Background: an optimization exercise with open tools, aiming at small area and a short achievable clock period. Do not read the settings as production practice.
The RTL was checked by simulation tests, not by an equivalence proof against the original design.
The clock port is modelled as an ideal driver; clocking choices that lean on that would not hold on a real chip.
Power is estimated from default activity; no workload was simulated.

// array_mp4
module array_mp4 (
    input  logic        clk,
    input  logic        rst,
    input  logic [31:0] addr,
    input  logic [3:0]  we,
    input  logic [31:0] di,
    input  logic [3:0]  valid,
    output logic [3:0]  ready,
    output logic [31:0] dout
);
export LEC_CHECK = 0
export CAP_MARGIN = 30
export CORE_MARGIN = 2
export CORE_UTILIZATION = 56
export CTS_CLUSTER_DIAMETER = 100
export CTS_CLUSTER_SIZE = 20
export SETUP_SLACK_MARGIN = 4.5
export SLEW_MARGIN = 30
export SYNTH_HIERARCHICAL = 1
export TNS_END_PERCENT = 0
create_clock -name core_clock -period 7.5 [get_ports {clk}]
standard.sh (not shown) runs the stock make flow with config.mk's settings and CLKGATE_MAP_FILE= SYNTH_SCRIPT=/design/flow/synth_recipe.tcl, a recipe that flattens the netlist after the stock synthesis.
==> flow/flow/run.sh <==
#!/bin/bash
# The standard layout (the standard.sh, ORFS from synthesis to finish) with these changes:
#  - port buffers are buf_4 cells (the default pick is a delay cell), and
#  - timing repair may change a cell's footprint (MATCH_CELL_FOOTPRINT=0), so
#    those port buffers and the logic can be resized freely;
#  - CTS adds no dummy load cells (CTS_CLUSTER_SIZE/DIAMETER from config.mk still apply);
#  - after CTS, flow/post_cts.tcl upsizes the read tree's late stages and repairs again.
# Each tool's output goes to the ORFS logs under orfs/logs; make's own output to make.log.
set -euo pipefail
cfg() { sed -n "s/^export $1 *= *//p" config.mk | tail -1; }
cts_args="-sink_clustering_enable -repair_clock_nets -dont_use_dummy_load"
cs=$(cfg CTS_CLUSTER_SIZE); cd_=$(cfg CTS_CLUSTER_DIAMETER)
[[ -n "$cs" ]] && cts_args="$cts_args -sink_clustering_size $cs"
[[ -n "$cd_" ]] && cts_args="$cts_args -sink_clustering_max_diameter $cd_"
export BUFFER_PORTS_ARGS="-buffer_cell sky130_fd_sc_hd__buf_4"
export MATCH_CELL_FOOTPRINT=0
export CTS_ARGS="$cts_args"
export POST_CTS_TCL="$PWD/flow/post_cts.tcl"
echo "CTS_ARGS=$CTS_ARGS" > run_settings.log
bash standard.sh \
  "BUFFER_PORTS_ARGS=$BUFFER_PORTS_ARGS" \
  "MATCH_CELL_FOOTPRINT=$MATCH_CELL_FOOTPRINT" \
  "CTS_ARGS=$CTS_ARGS" \
  "POST_CTS_TCL=$POST_CTS_TCL" \
  finish > make.log 2>&1
test -f out/final.def
==> flow/flow/post_cts.tcl <==
# After CTS and its timing repair: upsize the late stages of the read tree, whose
# nets are long, then let repair_timing settle and re-legalize the placement.
#   - a NAND4 that drives a flip-flop (4 groups of one bit, registered) becomes nand4_2
#   - an O21AI that drives a NAND4 (one group of one bit, gated by its high select) becomes o21ai_2
proc amp_load_refs {inst} {
  set refs {}
  foreach p [get_pins -of_objects $inst -filter "direction == output"] {
    foreach lp [get_pins -of_objects [get_nets -of_objects $p] -filter "direction == input"] {
      lappend refs [get_property [get_cells -of_objects $lp] ref_name]
    }
  }
  return $refs
}
set amp_resized 0
foreach inst [get_cells *] {
  set ref [get_property $inst ref_name]
  if {[string match "sky130_fd_sc_hd__nand4_*" $ref]} {
    if {[lsearch -glob [amp_load_refs $inst] "*dfxtp_*"] >= 0} {
      replace_cell $inst sky130_fd_sc_hd__nand4_2
      incr amp_resized
    }
  } elseif {[string match "sky130_fd_sc_hd__o21ai_*" $ref] && $ref ne "sky130_fd_sc_hd__o21ai_4"} {
    if {[lsearch -glob [amp_load_refs $inst] "*nand4_*"] >= 0} {
      replace_cell $inst sky130_fd_sc_hd__o21ai_2
      incr amp_resized
    }
  }
}
puts "post_cts: resized $amp_resized read-tree cells"
estimate_parasitics -placement
report_worst_slack
repair_timing_helper
detailed_placement
check_placement -verbose
estimate_parasitics -placement
report_worst_slack
report_design_area
The baseline completed with no timing, DRC or antenna violations.
Edit:
Settings changed: CORE_UTILIZATION 56 to 50.
The new run ran to the end with no violations.
Clock power rose slightly.
Setup slack degrades by 0.044 ns.
Routed wire length shrinks slightly.
Via count decreases slightly.
Area after synthesis does not change.
Worst hold slack improves by 0.011 ns.
Total power falls slightly.
Core utilization shrinks by 7.1 points.
Register-to-register slack is worse by 0.03 ns.
Edit:
--- a/flow/flow/run.sh
+++ b/flow/flow/run.sh
@@ -5,5 +5,5 @@
 #    those port buffers and the logic can be resized freely;
 #  - CTS adds no dummy load cells (CTS_CLUSTER_SIZE/DIAMETER from config.mk still apply);
-#  - after CTS, flow/post_cts.tcl upsizes the read tree's late stages and repairs again.
+#  - before the placement-stage repair_design, flow/pre_resize.tcl caps net fanout at 32.
 # Each tool's output goes to the ORFS logs under orfs/logs; make's own output to make.log.
 set -euo pipefail
@@ -16,5 +16,5 @@
 export MATCH_CELL_FOOTPRINT=0
 export CTS_ARGS="$cts_args"
-export POST_CTS_TCL="$PWD/flow/post_cts.tcl"
+export PRE_RESIZE_TCL="$PWD/flow/pre_resize.tcl"
 echo "CTS_ARGS=$CTS_ARGS" > run_settings.log
 bash standard.sh \
@@ -22,5 +22,5 @@
   "MATCH_CELL_FOOTPRINT=$MATCH_CELL_FOOTPRINT" \
   "CTS_ARGS=$CTS_ARGS" \
-  "POST_CTS_TCL=$POST_CTS_TCL" \
+  "PRE_RESIZE_TCL=$PRE_RESIZE_TCL" \
   finish > make.log 2>&1
 test -f out/final.def
==> flow/flow/pre_resize.tcl (new file) <==
# Before the placement-stage repair_design: cap every net's fanout, so that the
# one-hot select nets of the read array (128 loads each, spread over the die) and
# other wide nets are driven through a buffer tree instead of one long net.
set_max_fanout 32 [current_design]
Settings changed: CORE_UTILIZATION 50 to 40.
removed: flow/flow/post_cts.tcl
Outcome: Wire length went up by 8.6%; final area went up by 2.6%; clock power went up by about 1%; utilization went down by 10 points; maximum frequency went down by 3.3%; sequential power stays flat; worst hold slack gains 0.014 ns; die area went up by 25%; count of clock-buffer cells in the layout went up by 2; global-route usage went down by 2.4 points; sequential share of layout area went down by 1.8 points.
Edit:
--- a/flow/flow/run.sh
+++ b/flow/flow/run.sh
@@ -5,5 +5,5 @@
 #    those port buffers and the logic can be resized freely;
 #  - CTS adds no dummy load cells (CTS_CLUSTER_SIZE/DIAMETER from config.mk still apply);
-#  - before the placement-stage repair_design, flow/pre_resize.tcl caps net fanout at 32.
+#  - after CTS, flow/post_cts.tcl upsizes the read tree's late stages and repairs again.
 # Each tool's output goes to the ORFS logs under orfs/logs; make's own output to make.log.
 set -euo pipefail
@@ -16,5 +16,5 @@
 export MATCH_CELL_FOOTPRINT=0
 export CTS_ARGS="$cts_args"
-export PRE_RESIZE_TCL="$PWD/flow/pre_resize.tcl"
+export POST_CTS_TCL="$PWD/flow/post_cts.tcl"
 echo "CTS_ARGS=$CTS_ARGS" > run_settings.log
 bash standard.sh \
@@ -22,5 +22,5 @@
   "MATCH_CELL_FOOTPRINT=$MATCH_CELL_FOOTPRINT" \
   "CTS_ARGS=$CTS_ARGS" \
-  "PRE_RESIZE_TCL=$PRE_RESIZE_TCL" \
+  "POST_CTS_TCL=$POST_CTS_TCL" \
   finish > make.log 2>&1
 test -f out/final.def
==> flow/flow/post_cts.tcl (new file) <==
# After CTS and its timing repair: upsize the late stages of the read tree, whose
# nets are long, then let repair_timing settle and re-legalize the placement.
#   - a NAND4 that drives a flip-flop (4 groups of one bit, registered) becomes nand4_2
#   - an O21AI that drives a NAND4 (one group of one bit, gated by its high select) becomes o21ai_2
proc amp_load_refs {inst} {
  set refs {}
  foreach p [get_pins -of_objects $inst -filter "direction == output"] {
    foreach lp [get_pins -of_objects [get_nets -of_objects $p] -filter "direction == input"] {
      lappend refs [get_property [get_cells -of_objects $lp] ref_name]
    }
  }
  return $refs
}
set amp_resized 0
foreach inst [get_cells *] {
  set ref [get_property $inst ref_name]
  if {[string match "sky130_fd_sc_hd__nand4_*" $ref]} {
    if {[lsearch -glob [amp_load_refs $inst] "*dfxtp_*"] >= 0} {
      replace_cell $inst sky130_fd_sc_hd__nand4_2
      incr amp_resized
    }
  } elseif {[string match "sky130_fd_sc_hd__o21ai_*" $ref] && $ref ne "sky130_fd_sc_hd__o21ai_4"} {
    if {[lsearch -glob [amp_load_refs $inst] "*nand4_*"] >= 0} {
      replace_cell $inst sky130_fd_sc_hd__o21ai_2
      incr amp_resized
    }
  }
}
puts "post_cts: resized $amp_resized read-tree cells"
estimate_parasitics -placement
report_worst_slack
repair_timing_helper
detailed_placement
check_placement -verbose
estimate_parasitics -placement
report_worst_slack
report_design_area
Settings changed: CORE_UTILIZATION 40 to 62.
removed: flow/flow/pre_resize.tcl
Wire length decreases by 13%.
Die area decreases by 35%.
Utilization increases by 24 points.
Design area decreases by 3.0%.
Hold slack degrades by 0.048 ns.
Worst setup slack improves by 0.088 ns.
Total power decreases by 1.5%.
Area after synthesis stays the same.
Clock-buffer cell count decreases by 3.
Register-to-register slack degrades by 0.07 ns.
Global-route usage increases by 8.9 points.
Edit:
==> flow/flow/run.sh (replaced) <==
#!/bin/bash
# The standard layout (the standard.sh, ORFS from synthesis to finish) with three changes:
#  - port buffers are buf_4 cells (the default pick is a delay cell), and
#  - timing repair may change a cell's footprint (MATCH_CELL_FOOTPRINT=0), so
#    those port buffers and the logic can be resized freely;
#  - CTS adds no dummy load cells (CTS_CLUSTER_SIZE/DIAMETER from config.mk still apply).
# Each tool's output goes to the ORFS logs under orfs/logs; make's own output to make.log.
set -euo pipefail
cfg() { sed -n "s/^export $1 *= *//p" config.mk | tail -1; }
cts_args="-sink_clustering_enable -repair_clock_nets -dont_use_dummy_load"
cs=$(cfg CTS_CLUSTER_SIZE); cd_=$(cfg CTS_CLUSTER_DIAMETER)
[[ -n "$cs" ]] && cts_args="$cts_args -sink_clustering_size $cs"
[[ -n "$cd_" ]] && cts_args="$cts_args -sink_clustering_max_diameter $cd_"
export BUFFER_PORTS_ARGS="-buffer_cell sky130_fd_sc_hd__buf_4"
export MATCH_CELL_FOOTPRINT=0
export CTS_ARGS="$cts_args"
echo "CTS_ARGS=$CTS_ARGS" > run_settings.log
bash standard.sh \
  "BUFFER_PORTS_ARGS=$BUFFER_PORTS_ARGS" \
  "MATCH_CELL_FOOTPRINT=$MATCH_CELL_FOOTPRINT" \
  "CTS_ARGS=$CTS_ARGS" \
  finish > make.log 2>&1
test -f out/final.def
Settings changed: CORE_UTILIZATION 62 to 40.
removed: flow/flow/post_cts.tcl
Outcome: Die area climbs by 54%. Total power drops by 0.57%. Final area climbs by 0.45%. Non-clock buffer count drops by 8.

========
run A:
Another version of the RTL of array_mp4 (not shown whole).
Size in the first run: about 2100 flip-flops, roughly 79000 um2 of cells after synthesis.
clock: 7.5 ns
lec_check: 0
cap_margin: 30
core_margin: 2
core_utilization: 40
setup_slack_margin: 4.0
slew_margin: 30
synth_hierarchical: 1
tns_end_percent: 0
==> flow/flow/run.sh <==
#!/bin/bash
# The standard layout (the standard.sh, ORFS from synthesis to finish) with three changes:
#  - port buffers are buf_4 cells (the default pick is a delay cell), and
#  - timing repair may change a cell's footprint (MATCH_CELL_FOOTPRINT=0), so
#    those port buffers and the logic can be resized freely;
#  - CTS adds no dummy load cells.
# Each tool's output goes to the ORFS logs under orfs/logs; make's own output to make.log.
set -euo pipefail
export BUFFER_PORTS_ARGS="-buffer_cell sky130_fd_sc_hd__buf_4"
export MATCH_CELL_FOOTPRINT=0
export CTS_ARGS="-sink_clustering_enable -repair_clock_nets -dont_use_dummy_load"
bash standard.sh \
  "BUFFER_PORTS_ARGS=$BUFFER_PORTS_ARGS" \
  "MATCH_CELL_FOOTPRINT=$MATCH_CELL_FOOTPRINT" \
  "CTS_ARGS=$CTS_ARGS" \
  finish > make.log 2>&1
test -f out/final.def
What run B does differently from run A at the input level:
Settings: putting CTS_CLUSTER_SIZE at 20 where nothing was set; putting CTS_CLUSTER_DIAMETER at 100 where nothing was set; swapping 4.0 for 4.5 in SETUP_SLACK_MARGIN.
-- flow/flow/run.sh --
<<< run A, line 2
# The standard layout (the standard.sh, ORFS from synthesis to finish) with three changes:
>>> run B, line 2
# The standard layout (the standard.sh, ORFS from synthesis to finish) with these changes:
<<< run A, line 6
#  - CTS adds no dummy load cells.
>>> run B, line 6
#  - CTS adds no dummy load cells (CTS_CLUSTER_SIZE/DIAMETER from config.mk still apply);
#  - after CTS, flow/post_cts.tcl upsizes the read tree's late stages and repairs again.
<<< run A, line 9
>>> run B, line 10
cfg() { sed -n "s/^export $1 *= *//p" config.mk | tail -1; }
cts_args="-sink_clustering_enable -repair_clock_nets -dont_use_dummy_load"
cs=$(cfg CTS_CLUSTER_SIZE); cd_=$(cfg CTS_CLUSTER_DIAMETER)
[[ -n "$cs" ]] && cts_args="$cts_args -sink_clustering_size $cs"
[[ -n "$cd_" ]] && cts_args="$cts_args -sink_clustering_max_diameter $cd_"
<<< run A, line 11
export CTS_ARGS="-sink_clustering_enable -repair_clock_nets -dont_use_dummy_load"
>>> run B, line 17
export CTS_ARGS="$cts_args"
export POST_CTS_TCL="$PWD/flow/post_cts.tcl"
echo "CTS_ARGS=$CTS_ARGS" > run_settings.log
<<< run A, line 16
>>> run B, line 24
  "POST_CTS_TCL=$POST_CTS_TCL" \
==> flow/flow/post_cts.tcl (new file) <==
# After CTS and its timing repair: upsize the late stages of the read tree, whose
# nets are long, then let repair_timing settle and re-legalize the placement.
#   - a NAND4 that drives a NOR2 (4 groups of one bit) becomes nand4_4
#   - an O21AI that drives a NAND4 (one group of one bit, gated by its high select) becomes o21ai_2
proc amp_load_refs {inst} {
  set refs {}
  foreach p [get_pins -of_objects $inst -filter "direction == output"] {
    foreach lp [get_pins -of_objects [get_nets -of_objects $p] -filter "direction == input"] {
      lappend refs [get_property [get_cells -of_objects $lp] ref_name]
    }
  }
  return $refs
}
set amp_resized 0
foreach inst [get_cells *] {
  set ref [get_property $inst ref_name]
  if {[string match "sky130_fd_sc_hd__nand4_*" $ref]} {
    if {[lsearch -glob [amp_load_refs $inst] "*nor2_*"] >= 0} {
      replace_cell $inst sky130_fd_sc_hd__nand4_4
      incr amp_resized
    }
  } elseif {[string match "sky130_fd_sc_hd__o21ai_*" $ref] && $ref ne "sky130_fd_sc_hd__o21ai_4"} {
    if {[lsearch -glob [amp_load_refs $inst] "*nand4_*"] >= 0} {
      replace_cell $inst sky130_fd_sc_hd__o21ai_2
      incr amp_resized
    }
  }
}
puts "post_cts: resized $amp_resized read-tree cells"
estimate_parasitics -placement
report_worst_slack
repair_timing_helper
detailed_placement
check_placement -verbose
estimate_parasitics -placement
report_worst_slack
report_design_area
Findings:
Combinational power: run B and run A compared, lower one is run A
The largest stage delay on the critical path of run B falls short of that of run A by 80 ps.
Of the two values seen for start point of the critical path, addr[26] was produced by run B and valid[1] by run A.
u_mp.dout[10] as the worst setup path endpoint was reported by run B, and u_mp.dout[11] by run A.
Run A was routed with fewer vias than run B.
Run B: design area higher than run A
Input changes introduced in run C (baseline for comparison: run B):
-- flow/flow/run.sh --
<<< run B, line 2
# The standard layout (the standard.sh, ORFS from synthesis to finish) with these changes:
>>> run C, line 2
# The standard layout (the standard.sh, ORFS from synthesis to finish) with three changes:
<<< run B, line 6
#  - CTS adds no dummy load cells (CTS_CLUSTER_SIZE/DIAMETER from config.mk still apply);
#  - after CTS, flow/post_cts.tcl upsizes the read tree's late stages and repairs again.
>>> run C, line 6
#  - CTS adds no dummy load cells (CTS_CLUSTER_SIZE/DIAMETER from config.mk still apply).
<<< run B, line 18
export POST_CTS_TCL="$PWD/flow/post_cts.tcl"
>>> run C, line 17
<<< run B, line 24
  "POST_CTS_TCL=$POST_CTS_TCL" \
>>> run C, line 22
removed: flow/flow/post_cts.tcl
## What came out
- Going from run B to run C, the global routing met2 resource utilization was found to have gone down by 1.0 points.
- In the reports for run B and run C, the larger share of the clock period used by the worst path belongs to run C.
- For post-synthesis cell count, run C and run B come out practically identical.
- A standard cell with the maximum stage delay on the critical path of a22oi_1 is what run B shows, while nor2_4 belongs to run C.
- Going from run B to run C, net switching power now smaller; power per unit of standard cell area now sits higher; utilization after layout has decreased; power now sits lower.
- Critical path data arrival time delta for run C relative to run B: 160 ps higher
- Run C gives more proportion of power drawn by the clock network than run B did.
- Compared with run B, run C shows a higher power share of the sequential group.
--- input diff run C..run D ---
Settings: removing CTS_CLUSTER_SIZE (formerly 20); changing SETUP_SLACK_MARGIN from 4.5 to 4.0; setting CTS_BUF_LIST to sky130_fd_sc_hd__clkbuf_8 for the first time; removing CTS_CLUSTER_DIAMETER (formerly 100).
==> flow/run.sh (new file) <==
#!/bin/bash
# synth_recipe.tcl (not shown) runs the flow's synth.tcl, then flattens the netlist and writes it again
# the make line also repeats each setting of config.mk as NAME=value (left out here)
make -C /OpenROAD-flow-scripts/flow DESIGN_CONFIG=/design/flow/config.mk WORK_HOME=/design/flow/orfs CLKGATE_MAP_FILE= SYNTH_SCRIPT=/design/flow/synth_recipe.tcl finish
removed: flow/flow/run.sh
removed: flow/standard.sh
--- outcome ---
Run D against run C: worst-case setup slack after placement now smaller; clock-pin transition on the worst setup and hold timing paths now smaller; clock group power now larger; total of cells resized after clock tree synthesis now smaller; worst ir drop on vdd now smaller.
In run D, the depth of the critical timing path with buffers and inverters included came out 2 above the value in run C.
Taking run C as the reference point, the flop-to-flop setup slack of run D rises by 60 ps.
In run D relative to run C, routed wire length had gone down by more than 10%.

-- separate check: timing with driven ports --
Ports are ideal in the flow. The routed layouts listed here were re-timed in OpenROAD.
Step 1, drivers: a clkbuf_16 drives clk and a buf_2 each remaining input, both assumed.
Step 2 moves the port delays by t, midway between the first and last clock arrival at a register: inputs arrive t later, outputs are due t later. That takes back most of the time a late clock gives input paths.
Slacks: no drivers / after step 1 / after step 2; pairs: no drivers / after step 1.
run | t (ns) | setup slack, ns | worst setup path after step 2
the first run of note 1 | 0.811 | 4.170 / 4.110 / 3.312 | input to register
the second run of note 1 | 0.834 | 4.126 / 4.078 / 3.292 | input to register
the third run of note 1 | 0.839 | 4.010 / 3.997 / 3.230 | input to register
the fourth run of note 1 | 0.819 | 4.097 / 4.097 / 3.358 | input to register
the fifth run of note 1 | 0.854 | 3.901 / 3.945 / 3.091 | input to register
run A | 0.895 | 3.747 / 3.657 / 2.762 | input to register
run B | 0.842 | 3.913 / 3.771 / 2.929 | input to register
run C | 0.850 | 3.747 / 3.609 / 2.759 | input to register
run D | 1.124 | 3.816 / 3.844 / 2.755 | input to register
After both steps every run listed still meets setup and hold. The setup slack of run D, which loses most, moves by +0.028 ns with the drivers and by -1.061 ns with both steps.
